What follows belongs to an exercise in optimizing a design on an open flow for small area, a short achievable clock period and few clock cycles per item; a production flow would make more cautious choices. The RTL of this run was laid out without a check of its function. Power is estimated from default activity; no workload was simulated.

===== flow/constraint.sdc =====
create_clock -name core_clock -period 7.0 [get_ports {clk}]
set_input_delay 1.4000 -clock core_clock [delete_from_list [all_inputs] [get_ports {clk}]]
set_output_delay 1.4000 -clock core_clock [all_outputs]
set_load 0.01 [all_outputs]

===== flow/standard.sh =====
#!/bin/bash
# synth_recipe.tcl (not shown) runs the flow's synth.tcl, then flattens the netlist and writes it again
# the make line also repeats each setting of config.mk as NAME=value (left out here)
make -C /OpenROAD-flow-scripts/flow DESIGN_CONFIG=/design/flow/config.mk WORK_HOME=/design/flow/orfs CLKGATE_MAP_FILE= SYNTH_SCRIPT=/design/flow/synth_recipe.tcl "${@:-finish}"

===== flow/config.mk =====
export PLATFORM = sky130hd
export DESIGN_NAME = cpu_top
export DESIGN_NICKNAME = cpu_top
export VERILOG_FILES = /design/flow/design.v
export SDC_FILE = /design/flow/constraint.sdc
export NUM_CORES = 4
export LEC_CHECK = 0
export CAP_MARGIN = 20
export CORE_MARGIN = 2
export CORE_UTILIZATION = 50
export CTS_BUF_LIST = sky130_fd_sc_hd__clkbuf_4 sky130_fd_sc_hd__clkbuf_8
export SETUP_SLACK_MARGIN = 3.5
export SLEW_MARGIN = 20

===== flow/design.v =====
`timescale 1ns/1ps
package cpu_isa_pkg;
    typedef logic [16-1:0]          data_t;
    typedef logic [$clog2(16)-1:0]  reg_id_t;
    typedef logic [8-1:0]          imm_t;
    typedef logic [8-1:0]           pc_t;
    typedef logic [8-1:0]           inst_id_t;
    typedef logic [3-1:0]           op_t;
    localparam op_t OP_ST      = 3'd0;
    localparam op_t OP_CMP_GT  = 3'd1;
    localparam op_t OP_ADD_IMM = 3'd2;
    localparam op_t OP_ADD     = 3'd3;
    localparam op_t OP_SHL     = 3'd4;
    localparam op_t OP_SHR     = 3'd5;
    localparam op_t OP_MUL     = 3'd6;
endpackage
`timescale 1ns/1ps
package cpu_uarch_pkg;
    typedef logic [16-1:0] reg_mask_t;
endpackage
`timescale 1ns/1ps
module reg_file (
    input  logic                    clk,
    input  logic                    rst_n,
    input  logic [16-1:0] rd_sel0,
    input  logic [16-1:0] rd_sel1,
    output cpu_isa_pkg::data_t      rd_data0,
    output cpu_isa_pkg::data_t      rd_data1,
    input  logic                    wr_en,
    input  cpu_isa_pkg::reg_id_t    wr_reg,
    input  cpu_isa_pkg::data_t      wr_data
);
    cpu_isa_pkg::data_t        regs [0:16-1];
    logic [16-1:0]   valid;
    always_comb begin
        rd_data0 = '0;
        rd_data1 = '0;
        for (int i = 0; i < 16; i++) begin
            if (rd_sel0[i] && valid[i]) rd_data0 = rd_data0 | regs[i];
            if (rd_sel1[i] && valid[i]) rd_data1 = rd_data1 | regs[i];
        end
    end
    always_ff @(posedge clk or negedge rst_n) begin
        if (!rst_n) begin
            valid <= '0;
        end else if (wr_en) begin
            valid[wr_reg] <= 1'b1;
        end
    end
    always_ff @(posedge clk) begin
        for (int i = 0; i < 16; i++) begin
            if (wr_en && wr_reg == i) regs[i] <= wr_data;
        end
    end
endmodule
`timescale 1ns/1ps
module int_unit (
    input  logic                is_add,
    input  logic                is_cmp,
    input  logic                is_shl,
    input  logic                is_shr,
    input  cpu_isa_pkg::data_t  a,
    input  cpu_isa_pkg::data_t  b,
    output cpu_isa_pkg::data_t  result
);
    localparam int W = 16;
    logic [W:0]         sum;
    cpu_isa_pkg::data_t sh;
    cpu_isa_pkg::data_t shr;
    assign sum = {1'b0, a} + {1'b0, b};
    assign sh  = a << b[$clog2(W)-1:0];
    always_comb begin
        for (int i = 0; i < W; i++) shr[i] = sh[W-1-i];
    end
    assign result = ({W{is_add}} & sum[W-1:0])
                  | ({W{is_cmp}} & cpu_isa_pkg::data_t'(sum[W]))
                  | ({W{is_shl}} & sh)
                  | ({W{is_shr}} & shr);
endmodule
`timescale 1ns/1ps
module mul_unit (
    input  cpu_isa_pkg::data_t  a,
    input  logic [7:0]         one,
    input  logic [7:0]         two,
    input  logic [7:0]         neg,
    output cpu_isa_pkg::data_t  sum_s,
    output cpu_isa_pkg::data_t  sum_c,
    output logic [4:0]         sum_x
);
    logic pp0_0;
    logic pn0;
    logic pp0_1;
    logic pp0_2;
    logic pp0_3;
    logic pp0_4;
    logic pp0_5;
    logic pp0_6;
    logic pp0_7;
    logic pp0_8;
    logic pp0_9;
    logic pp0_10;
    logic pp0_11;
    logic pp0_12;
    logic pp0_13;
    logic pp0_14;
    logic pp0_15;
    logic pp1_2;
    logic pn1;
    logic pp1_3;
    logic pp1_4;
    logic pp1_5;
    logic pp1_6;
    logic pp1_7;
    logic pp1_8;
    logic pp1_9;
    logic pp1_10;
    logic pp1_11;
    logic pp1_12;
    logic pp1_13;
    logic pp1_14;
    logic pp1_15;
    logic pp2_4;
    logic pn2;
    logic pp2_5;
    logic pp2_6;
    logic pp2_7;
    logic pp2_8;
    logic pp2_9;
    logic pp2_10;
    logic pp2_11;
    logic pp2_12;
    logic pp2_13;
    logic pp2_14;
    logic pp2_15;
    logic pp3_6;
    logic pn3;
    logic pp3_7;
    logic pp3_8;
    logic pp3_9;
    logic pp3_10;
    logic pp3_11;
    logic pp3_12;
    logic pp3_13;
    logic pp3_14;
    logic pp3_15;
    logic pp4_8;
    logic pn4;
    logic pp4_9;
    logic pp4_10;
    logic pp4_11;
    logic pp4_12;
    logic pp4_13;
    logic pp4_14;
    logic pp4_15;
    logic pp5_10;
    logic pn5;
    logic pp5_11;
    logic pp5_12;
    logic pp5_13;
    logic pp5_14;
    logic pp5_15;
    logic pp6_12;
    logic pn6;
    logic pp6_13;
    logic pp6_14;
    logic pp6_15;
    logic pp7_14;
    logic pn7;
    logic pp7_15;
    logic s0;
    logic c0;
    logic s1;
    logic c1;
    logic s2;
    logic c2;
    logic s3;
    logic c3;
    logic s4;
    logic c4;
    logic s5;
    logic c5;
    logic s6;
    logic c6;
    logic s7;
    logic c7;
    logic s8;
    logic c8;
    logic s9;
    logic c9;
    logic s10;
    logic c10;
    logic s11;
    logic c11;
    logic s12;
    logic c12;
    logic s13;
    logic c13;
    logic s14;
    logic c14;
    logic s15;
    logic c15;
    logic s16;
    logic c16;
    logic s17;
    logic c17;
    logic s18;
    logic c18;
    logic s19;
    logic c19;
    logic s20;
    logic c20;
    logic s21;
    logic c21;
    logic s22;
    logic c22;
    logic s23;
    logic c23;
    logic s24;
    logic c24;
    logic s25;
    logic c25;
    logic s26;
    logic c26;
    logic s27;
    logic c27;
    logic s28;
    logic c28;
    logic s29;
    logic c29;
    logic s30;
    logic c30;
    logic s31;
    logic c31;
    logic s32;
    logic c32;
    logic s33;
    logic c33;
    logic s34;
    logic c34;
    logic s35;
    logic c35;
    logic s36;
    logic c36;
    logic s37;
    logic c37;
    logic s38;
    logic c38;
    logic s39;
    logic c39;
    logic s40;
    logic c40;
    logic s41;
    logic c41;
    logic top_pp;
    assign pp0_0 = (one[0] & a[0]);
    assign pn0 = neg[0] & ~(one[0] & a[0]);
    assign pp0_1 = ((one[0] & a[1]) | (two[0] & a[0])) ^ neg[0];
    assign pp0_2 = ((one[0] & a[2]) | (two[0] & a[1])) ^ neg[0];
    assign pp0_3 = ((one[0] & a[3]) | (two[0] & a[2])) ^ neg[0];
    assign pp0_4 = ((one[0] & a[4]) | (two[0] & a[3])) ^ neg[0];
    assign pp0_5 = ((one[0] & a[5]) | (two[0] & a[4])) ^ neg[0];
    assign pp0_6 = ((one[0] & a[6]) | (two[0] & a[5])) ^ neg[0];
    assign pp0_7 = ((one[0] & a[7]) | (two[0] & a[6])) ^ neg[0];
    assign pp0_8 = ((one[0] & a[8]) | (two[0] & a[7])) ^ neg[0];
    assign pp0_9 = ((one[0] & a[9]) | (two[0] & a[8])) ^ neg[0];
    assign pp0_10 = ((one[0] & a[10]) | (two[0] & a[9])) ^ neg[0];
    assign pp0_11 = ((one[0] & a[11]) | (two[0] & a[10])) ^ neg[0];
    assign pp0_12 = ((one[0] & a[12]) | (two[0] & a[11])) ^ neg[0];
    assign pp0_13 = ((one[0] & a[13]) | (two[0] & a[12])) ^ neg[0];
    assign pp0_14 = ((one[0] & a[14]) | (two[0] & a[13])) ^ neg[0];
    assign pp0_15 = ((one[0] & a[15]) | (two[0] & a[14])) ^ neg[0];
    assign pp1_2 = (one[1] & a[0]);
    assign pn1 = neg[1] & ~(one[1] & a[0]);
    assign pp1_3 = ((one[1] & a[1]) | (two[1] & a[0])) ^ neg[1];
    assign pp1_4 = ((one[1] & a[2]) | (two[1] & a[1])) ^ neg[1];
    assign pp1_5 = ((one[1] & a[3]) | (two[1] & a[2])) ^ neg[1];
    assign pp1_6 = ((one[1] & a[4]) | (two[1] & a[3])) ^ neg[1];
    assign pp1_7 = ((one[1] & a[5]) | (two[1] & a[4])) ^ neg[1];
    assign pp1_8 = ((one[1] & a[6]) | (two[1] & a[5])) ^ neg[1];
    assign pp1_9 = ((one[1] & a[7]) | (two[1] & a[6])) ^ neg[1];
    assign pp1_10 = ((one[1] & a[8]) | (two[1] & a[7])) ^ neg[1];
    assign pp1_11 = ((one[1] & a[9]) | (two[1] & a[8])) ^ neg[1];
    assign pp1_12 = ((one[1] & a[10]) | (two[1] & a[9])) ^ neg[1];
    assign pp1_13 = ((one[1] & a[11]) | (two[1] & a[10])) ^ neg[1];
    assign pp1_14 = ((one[1] & a[12]) | (two[1] & a[11])) ^ neg[1];
    assign pp1_15 = ((one[1] & a[13]) | (two[1] & a[12])) ^ neg[1];
    assign pp2_4 = (one[2] & a[0]);
    assign pn2 = neg[2] & ~(one[2] & a[0]);
    assign pp2_5 = ((one[2] & a[1]) | (two[2] & a[0])) ^ neg[2];
    assign pp2_6 = ((one[2] & a[2]) | (two[2] & a[1])) ^ neg[2];
    assign pp2_7 = ((one[2] & a[3]) | (two[2] & a[2])) ^ neg[2];
    assign pp2_8 = ((one[2] & a[4]) | (two[2] & a[3])) ^ neg[2];
    assign pp2_9 = ((one[2] & a[5]) | (two[2] & a[4])) ^ neg[2];
    assign pp2_10 = ((one[2] & a[6]) | (two[2] & a[5])) ^ neg[2];
    assign pp2_11 = ((one[2] & a[7]) | (two[2] & a[6])) ^ neg[2];
    assign pp2_12 = ((one[2] & a[8]) | (two[2] & a[7])) ^ neg[2];
    assign pp2_13 = ((one[2] & a[9]) | (two[2] & a[8])) ^ neg[2];
    assign pp2_14 = ((one[2] & a[10]) | (two[2] & a[9])) ^ neg[2];
    assign pp2_15 = ((one[2] & a[11]) | (two[2] & a[10])) ^ neg[2];
    assign pp3_6 = (one[3] & a[0]);
    assign pn3 = neg[3] & ~(one[3] & a[0]);
    assign pp3_7 = ((one[3] & a[1]) | (two[3] & a[0])) ^ neg[3];
    assign pp3_8 = ((one[3] & a[2]) | (two[3] & a[1])) ^ neg[3];
    assign pp3_9 = ((one[3] & a[3]) | (two[3] & a[2])) ^ neg[3];
    assign pp3_10 = ((one[3] & a[4]) | (two[3] & a[3])) ^ neg[3];
    assign pp3_11 = ((one[3] & a[5]) | (two[3] & a[4])) ^ neg[3];
    assign pp3_12 = ((one[3] & a[6]) | (two[3] & a[5])) ^ neg[3];
    assign pp3_13 = ((one[3] & a[7]) | (two[3] & a[6])) ^ neg[3];
    assign pp3_14 = ((one[3] & a[8]) | (two[3] & a[7])) ^ neg[3];
    assign pp3_15 = ((one[3] & a[9]) | (two[3] & a[8])) ^ neg[3];
    assign pp4_8 = (one[4] & a[0]);
    assign pn4 = neg[4] & ~(one[4] & a[0]);
    assign pp4_9 = ((one[4] & a[1]) | (two[4] & a[0])) ^ neg[4];
    assign pp4_10 = ((one[4] & a[2]) | (two[4] & a[1])) ^ neg[4];
    assign pp4_11 = ((one[4] & a[3]) | (two[4] & a[2])) ^ neg[4];
    assign pp4_12 = ((one[4] & a[4]) | (two[4] & a[3])) ^ neg[4];
    assign pp4_13 = ((one[4] & a[5]) | (two[4] & a[4])) ^ neg[4];
    assign pp4_14 = ((one[4] & a[6]) | (two[4] & a[5])) ^ neg[4];
    assign pp4_15 = ((one[4] & a[7]) | (two[4] & a[6])) ^ neg[4];
    assign pp5_10 = (one[5] & a[0]);
    assign pn5 = neg[5] & ~(one[5] & a[0]);
    assign pp5_11 = ((one[5] & a[1]) | (two[5] & a[0])) ^ neg[5];
    assign pp5_12 = ((one[5] & a[2]) | (two[5] & a[1])) ^ neg[5];
    assign pp5_13 = ((one[5] & a[3]) | (two[5] & a[2])) ^ neg[5];
    assign pp5_14 = ((one[5] & a[4]) | (two[5] & a[3])) ^ neg[5];
    assign pp5_15 = ((one[5] & a[5]) | (two[5] & a[4])) ^ neg[5];
    assign pp6_12 = (one[6] & a[0]);
    assign pn6 = neg[6] & ~(one[6] & a[0]);
    assign pp6_13 = ((one[6] & a[1]) | (two[6] & a[0])) ^ neg[6];
    assign pp6_14 = ((one[6] & a[2]) | (two[6] & a[1])) ^ neg[6];
    assign pp6_15 = ((one[6] & a[3]) | (two[6] & a[2])) ^ neg[6];
    assign pp7_14 = (one[7] & a[0]);
    assign pn7 = neg[7] & ~(one[7] & a[0]);
    assign pp7_15 = ((one[7] & a[1]) | (two[7] & a[0])) ^ neg[7];
    assign s0 = pn1 ^ pp0_3 ^ pp1_3;
    assign c0 = (pn1 & pp0_3) | (pn1 & pp1_3) | (pp0_3 & pp1_3);
    assign s1 = pp2_4 ^ pp0_4 ^ pp1_4;
    assign c1 = (pp2_4 & pp0_4) | (pp2_4 & pp1_4) | (pp0_4 & pp1_4);
    assign s2 = pn2 ^ pp0_5 ^ pp1_5;
    assign c2 = (pn2 & pp0_5) | (pn2 & pp1_5) | (pp0_5 & pp1_5);
    assign s3 = pp2_5 ^ c1 ^ s2;
    assign c3 = (pp2_5 & c1) | (pp2_5 & s2) | (c1 & s2);
    assign s4 = pp3_6 ^ pp0_6 ^ pp1_6;
    assign c4 = (pp3_6 & pp0_6) | (pp3_6 & pp1_6) | (pp0_6 & pp1_6);
    assign s5 = pp2_6 ^ c2 ^ s4;
    assign c5 = (pp2_6 & c2) | (pp2_6 & s4) | (c2 & s4);
    assign s6 = pn3 ^ pp0_7 ^ pp1_7;
    assign c6 = (pn3 & pp0_7) | (pn3 & pp1_7) | (pp0_7 & pp1_7);
    assign s7 = pp2_7 ^ pp3_7 ^ c4;
    assign c7 = (pp2_7 & pp3_7) | (pp2_7 & c4) | (pp3_7 & c4);
    assign s8 = s6 ^ c5 ^ s7;
    assign c8 = (s6 & c5) | (s6 & s7) | (c5 & s7);
    assign s9 = pp4_8 ^ pp0_8 ^ pp1_8;
    assign c9 = (pp4_8 & pp0_8) | (pp4_8 & pp1_8) | (pp0_8 & pp1_8);
    assign s10 = pp2_8 ^ pp3_8 ^ c6;
    assign c10 = (pp2_8 & pp3_8) | (pp2_8 & c6) | (pp3_8 & c6);
    assign s11 = s9 ^ c7 ^ s10;
    assign c11 = (s9 & c7) | (s9 & s10) | (c7 & s10);
    assign s12 = pn4 ^ pp0_9 ^ pp1_9;
    assign c12 = (pn4 & pp0_9) | (pn4 & pp1_9) | (pp0_9 & pp1_9);
    assign s13 = pp2_9 ^ pp3_9 ^ pp4_9;
    assign c13 = (pp2_9 & pp3_9) | (pp2_9 & pp4_9) | (pp3_9 & pp4_9);
    assign s14 = c9 ^ s12 ^ s13;
    assign c14 = (c9 & s12) | (c9 & s13) | (s12 & s13);
    assign s15 = c10 ^ s14 ^ c11;
    assign c15 = (c10 & s14) | (c10 & c11) | (s14 & c11);
    assign s16 = pp5_10 ^ pp0_10 ^ pp1_10;
    assign c16 = (pp5_10 & pp0_10) | (pp5_10 & pp1_10) | (pp0_10 & pp1_10);
    assign s17 = pp2_10 ^ pp3_10 ^ pp4_10;
    assign c17 = (pp2_10 & pp3_10) | (pp2_10 & pp4_10) | (pp3_10 & pp4_10);
    assign s18 = c12 ^ c13 ^ s16;
    assign c18 = (c12 & c13) | (c12 & s16) | (c13 & s16);
    assign s19 = s17 ^ c14 ^ s18;
    assign c19 = (s17 & c14) | (s17 & s18) | (c14 & s18);
    assign s20 = pn5 ^ pp0_11 ^ pp1_11;
    assign c20 = (pn5 & pp0_11) | (pn5 & pp1_11) | (pp0_11 & pp1_11);
    assign s21 = pp2_11 ^ pp3_11 ^ pp4_11;
    assign c21 = (pp2_11 & pp3_11) | (pp2_11 & pp4_11) | (pp3_11 & pp4_11);
    assign s22 = pp5_11 ^ c16 ^ c17;
    assign c22 = (pp5_11 & c16) | (pp5_11 & c17) | (c16 & c17);
    assign s23 = s20 ^ s21 ^ c18;
    assign c23 = (s20 & s21) | (s20 & c18) | (s21 & c18);
    assign s24 = s22 ^ c19 ^ s23;
    assign c24 = (s22 & c19) | (s22 & s23) | (c19 & s23);
    assign s25 = pp6_12 ^ pp0_12 ^ pp1_12;
    assign c25 = (pp6_12 & pp0_12) | (pp6_12 & pp1_12) | (pp0_12 & pp1_12);
    assign s26 = pp2_12 ^ pp3_12 ^ pp4_12;
    assign c26 = (pp2_12 & pp3_12) | (pp2_12 & pp4_12) | (pp3_12 & pp4_12);
    assign s27 = pp5_12 ^ c20 ^ c21;
    assign c27 = (pp5_12 & c20) | (pp5_12 & c21) | (c20 & c21);
    assign s28 = s25 ^ s26 ^ c22;
    assign c28 = (s25 & s26) | (s25 & c22) | (s26 & c22);
    assign s29 = s27 ^ s28 ^ c23;
    assign c29 = (s27 & s28) | (s27 & c23) | (s28 & c23);
    assign s30 = pn6 ^ pp0_13 ^ pp1_13;
    assign c30 = (pn6 & pp0_13) | (pn6 & pp1_13) | (pp0_13 & pp1_13);
    assign s31 = pp2_13 ^ pp3_13 ^ pp4_13;
    assign c31 = (pp2_13 & pp3_13) | (pp2_13 & pp4_13) | (pp3_13 & pp4_13);
    assign s32 = pp5_13 ^ pp6_13 ^ c25;
    assign c32 = (pp5_13 & pp6_13) | (pp5_13 & c25) | (pp6_13 & c25);
    assign s33 = c26 ^ s30 ^ s31;
    assign c33 = (c26 & s30) | (c26 & s31) | (s30 & s31);
    assign s34 = c27 ^ s32 ^ s33;
    assign c34 = (c27 & s32) | (c27 & s33) | (s32 & s33);
    assign s35 = c28 ^ s34 ^ c29;
    assign c35 = (c28 & s34) | (c28 & c29) | (s34 & c29);
    assign s36 = pp7_14 ^ pp0_14 ^ pp1_14;
    assign c36 = (pp7_14 & pp0_14) | (pp7_14 & pp1_14) | (pp0_14 & pp1_14);
    assign s37 = pp2_14 ^ pp3_14 ^ pp4_14;
    assign c37 = (pp2_14 & pp3_14) | (pp2_14 & pp4_14) | (pp3_14 & pp4_14);
    assign s38 = pp5_14 ^ pp6_14 ^ c30;
    assign c38 = (pp5_14 & pp6_14) | (pp5_14 & c30) | (pp6_14 & c30);
    assign s39 = c31 ^ s36 ^ s37;
    assign c39 = (c31 & s36) | (c31 & s37) | (s36 & s37);
    assign s40 = c32 ^ c33 ^ s38;
    assign c40 = (c32 & c33) | (c32 & s38) | (c33 & s38);
    assign s41 = s39 ^ c34 ^ s40;
    assign c41 = (s39 & c34) | (s39 & s40) | (c34 & s40);
    assign top_pp = pp0_15 ^ pp1_15 ^ pp2_15 ^ pp3_15 ^ pp4_15 ^ pp5_15 ^ pp6_15 ^ pn7 ^ pp7_15;
    assign sum_s[0] = pp0_0;
    assign sum_c[0] = '0;
    assign sum_s[1] = pn0;
    assign sum_c[1] = pp0_1;
    assign sum_s[2] = pp1_2;
    assign sum_c[2] = pp0_2;
    assign sum_s[3] = s0;
    assign sum_c[3] = '0;
    assign sum_s[4] = c0;
    assign sum_c[4] = s1;
    assign sum_s[5] = s3;
    assign sum_c[5] = '0;
    assign sum_s[6] = c3;
    assign sum_c[6] = s5;
    assign sum_s[7] = s8;
    assign sum_c[7] = '0;
    assign sum_s[8] = c8;
    assign sum_c[8] = s11;
    assign sum_s[9] = s15;
    assign sum_c[9] = '0;
    assign sum_s[10] = s19;
    assign sum_c[10] = c15;
    assign sum_s[11] = s24;
    assign sum_c[11] = '0;
    assign sum_s[12] = c24;
    assign sum_c[12] = s29;
    assign sum_s[13] = s35;
    assign sum_c[13] = '0;
    assign sum_s[14] = s41;
    assign sum_c[14] = c35;
    assign sum_s[15] = top_pp;
    assign sum_c[15] = c36;
    assign sum_x[0] = c37;
    assign sum_x[1] = c38;
    assign sum_x[2] = c39;
    assign sum_x[3] = c40;
    assign sum_x[4] = c41;
endmodule
`timescale 1ns/1ps
`timescale 1ns/1ps
module cpu_top (
    input  logic                   clk,
    input  logic                   rst_n,
    input  logic                   inst_vld,
    input  logic                   inst_last,
    input  cpu_isa_pkg::op_t       inst_op,
    input  cpu_isa_pkg::inst_id_t  inst_id,
    input  cpu_isa_pkg::reg_id_t   inst_dst_reg,
    input  cpu_isa_pkg::reg_id_t   inst_src_reg0,
    input  cpu_isa_pkg::reg_id_t   inst_src_reg1,
    input  cpu_isa_pkg::imm_t      inst_imm,
    output logic                   fetch_vld,
    output cpu_isa_pkg::pc_t       fetch_pc,
    output cpu_isa_pkg::inst_id_t  fetch_id,
    output logic                   inst_rdy,
    output logic                   write_mem_vld,
    output cpu_isa_pkg::inst_id_t  write_mem_id,
    output cpu_isa_pkg::data_t     write_mem_addr,
    output cpu_isa_pkg::data_t     write_mem_data,
    output logic                   exec_finish
);
    localparam int W = 16;
    cpu_isa_pkg::pc_t      pc_q;
    logic                  last_acc_q;    
    logic                  fin_q;
    logic                  ib_vld;
    logic                  ib_last;
    cpu_isa_pkg::op_t      ib_op;
    cpu_isa_pkg::reg_id_t  ib_dst;
    cpu_uarch_pkg::reg_mask_t ib_s0;      
    cpu_uarch_pkg::reg_mask_t ib_s1;
    cpu_isa_pkg::imm_t     ib_imm;
    logic                  x_we;          
    logic                  x_mul;         
    logic                  x_st;          
    logic                  x_last;        
    logic                  x_add, x_cmp, x_shl, x_shr;
    cpu_isa_pkg::reg_id_t  x_dst;
    cpu_isa_pkg::inst_id_t x_id;          
    cpu_isa_pkg::data_t    x_a, x_b;
    logic [W/2-1:0]        x_one, x_two;   
    cpu_isa_pkg::data_t    alu_res;
    logic                  m_vld;
    cpu_isa_pkg::reg_id_t  m_dst;
    cpu_isa_pkg::data_t    m_s, m_c;
    cpu_isa_pkg::data_t    mul_s, mul_c;
    localparam int NX = 5;                
    logic [NX-1:0]         m_x, mul_x;
    cpu_isa_pkg::data_t    m_sum;
    cpu_isa_pkg::data_t    m_val;
    logic                  d_st, d_mul, d_add, d_cmp, d_shl, d_shr, d_addi, d_we;
    logic                  stall, go;
    cpu_isa_pkg::data_t    rf_a, rf_b, val_a, val_b;
    logic                  rf_we;
    cpu_isa_pkg::reg_id_t  rf_wreg;
    cpu_isa_pkg::data_t    rf_wdata;
    assign d_st   = (ib_op == cpu_isa_pkg::OP_ST);
    assign d_mul  = (ib_op == cpu_isa_pkg::OP_MUL);
    assign d_addi = (ib_op == cpu_isa_pkg::OP_ADD_IMM);
    assign d_add  = (ib_op == cpu_isa_pkg::OP_ADD) || d_addi;
    assign d_cmp  = (ib_op == cpu_isa_pkg::OP_CMP_GT);
    assign d_shl  = (ib_op == cpu_isa_pkg::OP_SHL);
    assign d_shr  = (ib_op == cpu_isa_pkg::OP_SHR);
    assign d_we   = d_add || d_cmp || d_shl || d_shr;
    logic stall_q;
    assign stall = stall_q;
    assign go    = ib_vld && !stall;
    assign inst_rdy  = !ib_vld || !stall;
    assign fetch_vld = !last_acc_q && (!inst_vld || (inst_rdy && !inst_last));
    assign fetch_pc  = pc_q;
    assign fetch_id  = pc_q;
    always_ff @(posedge clk or negedge rst_n) begin
        if (!rst_n) begin
            pc_q       <= '0;
            last_acc_q <= 1'b0;
            fin_q      <= 1'b0;
            ib_vld     <= 1'b0;
        end else begin
            if (fetch_vld) pc_q <= pc_q + 1'b1;
            if (inst_vld && inst_rdy && inst_last) last_acc_q <= 1'b1;
            if (x_last) fin_q <= 1'b1;
            if (inst_rdy) ib_vld <= inst_vld;
        end
    end
    always_ff @(posedge clk or negedge rst_n) begin
        if (!rst_n) begin
            stall_q <= 1'b0;
        end else begin
            stall_q <= go && d_mul &&
                       ((inst_src_reg0 == ib_dst) ||
                        (inst_op != cpu_isa_pkg::OP_ADD_IMM && inst_src_reg1 == ib_dst));
        end
    end
    always_ff @(posedge clk) begin
        if (inst_rdy) begin
            ib_last <= inst_last;
            ib_op   <= inst_op;
            ib_dst  <= inst_dst_reg;
            ib_s0   <= cpu_uarch_pkg::reg_mask_t'(1) << inst_src_reg0;
            ib_s1   <= cpu_uarch_pkg::reg_mask_t'(1) << inst_src_reg1;
            ib_imm  <= inst_imm;
        end
    end
    reg_file u_reg_file (
        .clk      (clk),
        .rst_n    (rst_n),
        .rd_sel0  (ib_s0),
        .rd_sel1  (ib_s1),
        .rd_data0 (rf_a),
        .rd_data1 (rf_b),
        .wr_en    (rf_we),
        .wr_reg   (rf_wreg),
        .wr_data  (rf_wdata)
    );
    assign m_sum = m_s + m_c;
    assign m_val = {m_sum[W-1] ^ (^m_x), m_sum[W-2:0]};
    always_comb begin
        if (x_we && ib_s0[x_dst])      val_a = alu_res;
        else if (m_vld && ib_s0[m_dst]) val_a = m_val;
        else                            val_a = rf_a;
        if (x_we && ib_s1[x_dst])      val_b = alu_res;
        else if (m_vld && ib_s1[m_dst]) val_b = m_val;
        else                            val_b = rf_b;
    end
    always_ff @(posedge clk or negedge rst_n) begin
        if (!rst_n) begin
            x_we   <= 1'b0;
            x_mul  <= 1'b0;
            x_st   <= 1'b0;
            x_last <= 1'b0;
            x_id   <= '1;
        end else begin
            x_we   <= go && d_we;
            x_mul  <= go && d_mul;
            x_st   <= go && d_st;
            x_last <= go && ib_last;
            if (go) x_id <= x_id + 1'b1;
        end
    end
    always_ff @(posedge clk) begin
        x_add <= d_add;
        x_cmp <= d_cmp;
        x_shl <= d_shl;
        x_shr <= d_shr;
        x_dst <= ib_dst;
        for (int i = 0; i < W; i++) x_a[i] <= d_shr ? val_a[W-1-i] : val_a[i];
        for (int i = 0; i < W / 2; i++) begin
            x_one[i] <= val_b[2*i] ^ (i == 0 ? 1'b0 : val_b[2*i-1]);
            x_two[i] <= (val_b[2*i+1] & ~val_b[2*i] & ~(i == 0 ? 1'b0 : val_b[2*i-1])) |
                        (~val_b[2*i+1] & val_b[2*i] & (i == 0 ? 1'b0 : val_b[2*i-1]));
        end
        if (d_addi)     x_b <= cpu_isa_pkg::data_t'(ib_imm);
        else if (d_cmp) x_b <= ~val_b;
        else            x_b <= val_b;
    end
    int_unit u_int_unit (
        .is_add (x_add),
        .is_cmp (x_cmp),
        .is_shl (x_shl),
        .is_shr (x_shr),
        .a      (x_a),
        .b      (x_b),
        .result (alu_res)
    );
    logic [W/2-1:0] x_neg;
    always_comb begin
        for (int i = 0; i < W / 2; i++) x_neg[i] = x_b[2*i+1];
    end
    mul_unit u_mul_unit (
        .a     (x_a),
        .one   (x_one),
        .two   (x_two),
        .neg   (x_neg),
        .sum_s (mul_s),
        .sum_c (mul_c),
        .sum_x (mul_x)
    );
    assign rf_we    = x_we || m_vld;
    assign rf_wreg  = x_we ? x_dst : m_dst;
    assign rf_wdata = x_we ? alu_res : m_val;
    always_ff @(posedge clk or negedge rst_n) begin
        if (!rst_n) begin
            m_vld <= 1'b0;
        end else begin
            m_vld <= x_mul || (m_vld && x_we && x_dst != m_dst);
        end
    end
    always_ff @(posedge clk) begin
        if (x_mul) begin
            m_dst <= x_dst;
            m_s   <= mul_s;
            m_c   <= mul_c;
            m_x   <= mul_x;
        end
    end
    assign write_mem_vld  = x_st;
    assign write_mem_id   = x_id;
    assign write_mem_addr = x_a;
    assign write_mem_data = x_b;
    assign exec_finish    = fin_q || x_last;
endmodule

===== flow/flow/run.sh =====
#!/bin/bash
# The standard layout, with the port buffers made of sky130 buf cells (which
# the timing repair may resize) instead of the delay-buffer cell that
# buffer_ports picks by default.
set -euo pipefail
export BUFFER_PORTS_ARGS="-buffer_cell sky130_fd_sc_hd__buf_2"
bash standard.sh > make_flow.log 2>&1

==> impl_metrics.ini <==
[outcome]
run_status = no timing/DRC/antenna violations

[cells_and_area]
nets = 2108
antennaDiodeCount = 0
syn2layout_area_growth_pct = 13.3
drive_gt1_share_pct = 22.1

[logic_synthesis]
syn_avg_cell_area_um2 = 12.2
synthTopCellsByArea = edfxtp_1, a22oi_1, dfxtp_1
synth_most_common_cell = edfxtp_1
yosys-top-cells-count = edfxtp_1, a22oi_1, clkbuf_1
synth_cell_types = 75
ys.flop_type = edfxtp_1
yosysTopAreaCellShare_pct = 43.8
syn_nets = 2011
ys_ff_latch = 435
synth-warning-count = 4
synth-edff-count = 338
synth_area_leader_cell = edfxtp_1
async_reset_ff_share_pct = 9.43
syn-cell-area_um2 = 23200
synth_cells = 1901
yosysSeqAreaShare_pct = 53.1

[timing]
max_freq_mhz = 289
fin_ws_ns = 3.54
tightest_slew_ns = 0.972
drv_slew = 0
min_period_ns = 3.46
setup_tns_ns = 0
skew_ns = 0.0455
fin_crit_sh_pct = 49.4
finalHoldViolations = 0
rsz0062_at_grt = false
setup_viol = 0
max_slew_margin_pct = 35.2

[clocking]
numCtsBuffers = 75
root_buffer = clkbuf_8
clkTransAtPathRegs_ns = 0.05
cts_max_level = 3
cts_tree = built
holdBufCountCts = 0
cts.path.max_buffers = 3
clock_sinks = 435
clk_latency_ns = 0.67

[hold_path]
hp-class = flip-flop to flip-flop
min_path_cells = 2

[drt]
final_antenna_net_count = 0
num_vias = 17600
drt_iter0_markers = 2210
routed_wl_um = 77700
wl_per_cell_um = 29.3
vias_per_cell = 6.64
drcViolationCount = 0
first_pass_iters = 6

[placed_design]
post-place-ws_ns = 2.79
routabilityCongestion = 0.928
io_buffers = 86
dp_hpwl_um = 48600

[power]
ir_drop_mv = 0.303
power_density_nw_per_um2 = 378
p_leak_uw = 0.00977

[worst_setup_path]
critPathKind = primary input to output pin
worstPathBufferInverterCount = 2
crit_required_ns = 5.60
slowest_stage = a21oi_4
cp-end-kind = output pin
path_max_fanout = 5
crit_family = buffers and inverters
crit_chain = buf_2 > nand2b_1 > a21oi_4 > buf_6
path_depth = 4
worstPathArrival_ns = 2.06
critPathMaxStageDelay_ns = 0.25
reg2regPathDepth = 9
startpoint_type = primary input

[floorplanning]
ioPinCount = 95
start_util_pct = 50.9
num_rows = 78
die_y_um = 219
die_area_um2 = 48100
die_w_um = 219
core-area_um2 = 45600

[global_routing]
overflow = 0
track_usage_pct = 32.3
grt_pass1_vias = 17300
grt_pass1_wl_um = 112000
antenna_found_initial = 0
grt_max_degree = 53

[flow_run]
maxCapViolations = 0
==> power by group <==
group | internal, uW | total [uW] | switching (uW)
clock network | 1370 | 2440 | 1070
registers | 3470 | 3880 | 412
logic | 1460 | 3620 | 2150
==> flip-flops by register name, summed over array words and instances, names as in the netlist, 3 cells and up <==
name / cells
x_dst: 4
ib_op: 3
x_one: 8
m_c: 9
ib_dst: 4
x_a: 16
ib_imm: 8
pc_q: 8
x_id: 8
m_s: 16
m_x: 5
ib_s1: 16
x_b: 16
ib_s0: 16
m_dst: 4
x_two: 8
u_reg_file.regs: 256
u_reg_file.valid: 16
==> cells in the final DEF (no fill, tap or decap), types with 9 or more instances in the layout <==
cell	synthesis	final
ha_1	31	31
a22o_1	56	56
dfxtp_1	56	33
buf_4	12	68
clkbuf_4	0	24
nand2_1	90	89
dfxtp_2	0	19
nor2_2	1	14
xor2_1	48	48
dfrtp_1	33	33
and3_1	12	12
inv_1	60	59
clkinv_2	0	9
nand4_1	44	44
nor2_1	95	78
nor2b_1	16	16
and2_1	46	46
a21o_1	26	26
nor3_1	39	38
edfxtp_1	338	338
buf_2	14	86
fa_1	44	42
a22oi_1	217	216
mux2_2	34	34
nand3_1	29	29
a21oi_1	33	29
a221oi_1	56	56
nand2b_1	19	19
clkbuf_8	0	86
mux4_2	25	25
xnor2_1	90	89
o21ai_0	28	28
mux2i_1	58	50
==> worst paths after layout <==
path                            startpoint  slack [ns]    endpoint
worst max-delay path             inst_last        3.54   fetch_vld
worst min-delay path             ib_imm[2]        0.44      x_b[2]
worst max register to register      x_a[8]        3.61     m_s[13]
worst min register to register   ib_imm[2]        0.44      x_b[2]
max in group asynchronous            rst_n        5.48  last_acc_q
min in group asynchronous            rst_n        0.92       m_vld
==> kinds of logic (layout without fill, tap and decap cells) <==
logic type | after synthesis | after routing | synth area share, %
xor+xnor | 138 | 138 | 5.21
buf+inv | 209 | 364 | 3.72
mux | 120 | 120 | 6.87
simple gates | 421 | 421 | 9.15
fa+ha+maj | 75 | 75 | 5.47
flops | 435 | 435 | 53.1
compound gates | 503 | 503 | 16.5
==> per-layer routing <==
layer,up-vias,wire (um),global-route usage [%]
li1,7496,-,-
met3,257,8940,7.80
met4,0,3900,17.0
met1,8676,30900,44.5
met5,-,0,0
met2,1205,34000,47.5
==> through the flow <==
stage	instance area (um2)	hold slack [ns]	utilization [%]	total power [uW]	std cells
floorplan	23200	0.403	-	6230	1901
global placement	24300	0.430	53.3	7320	2508
detailed placement	24300	0.432	53.4	7400	2509
CTS	26000	0.448	57.1	9870	2647
global route	26300	0.455	57.6	10500	2656
finish	26300	0.442	57.6	9940	2656
==> timing repair <==
| item | in CTS | in global routing |
|---|---|---|
| pin swaps | 2 | 7 |
| cloned | 0 | 1 |
| gates resized for setup | 32 | 42 |
| endpoints found under the setup margin | 141 | 135 |
| setup buffers | 3 | 8 |
| endpoints found under the hold margin | 0 | 0 |
==> worst reg2reg max path: cells and delay by family (launching register included) <==
family | cells | cell delay, ns
compound gates | 1 | 0.22
flops | 1 | 0.59
buf+inv | 2 | 0.15
fa+ha+maj | 5 | 2.00
xor+xnor | 1 | 0.18
==> cell type report <==
type,instances,area (um2)
multi-input combinational,1257,10200
fill,3718,19300
inverter,63,240
sequential,435,12300
clock buffer,110,1360
tap,600,751
clock inverter,25,230
timing repair buffer,166,1130

[port drivers added, routing unchanged]
The results above use ideal ports. As a check the final layout listed here was re-extracted and re-timed, cells and wires unchanged.
Step 1 sets driving cells, clkbuf_16 on the clock port and buf_2 on the other inputs (assumed; they add their load-dependent delay and slew).
Step 2 adds t to the input delays and takes it off the output delays; t is the mean of the earliest and latest rising clock arrival at the registers after step 1. Input paths then give back, and output paths get back, about the clock's delay inside the block.
Three values: ideal, step 1, step 2; two values: the first two.
t (ns): 0.699
setup slack, ns: 3.540 / 3.521 / 3.521
clock arrival spread, ns: 0.046 / 0.046
pins driven straight from the clock port: 1
After both steps setup and hold are still met in this run. For this run, drivers alone change the setup slack by -0.019 ns; drivers and shift together by -0.019 ns.
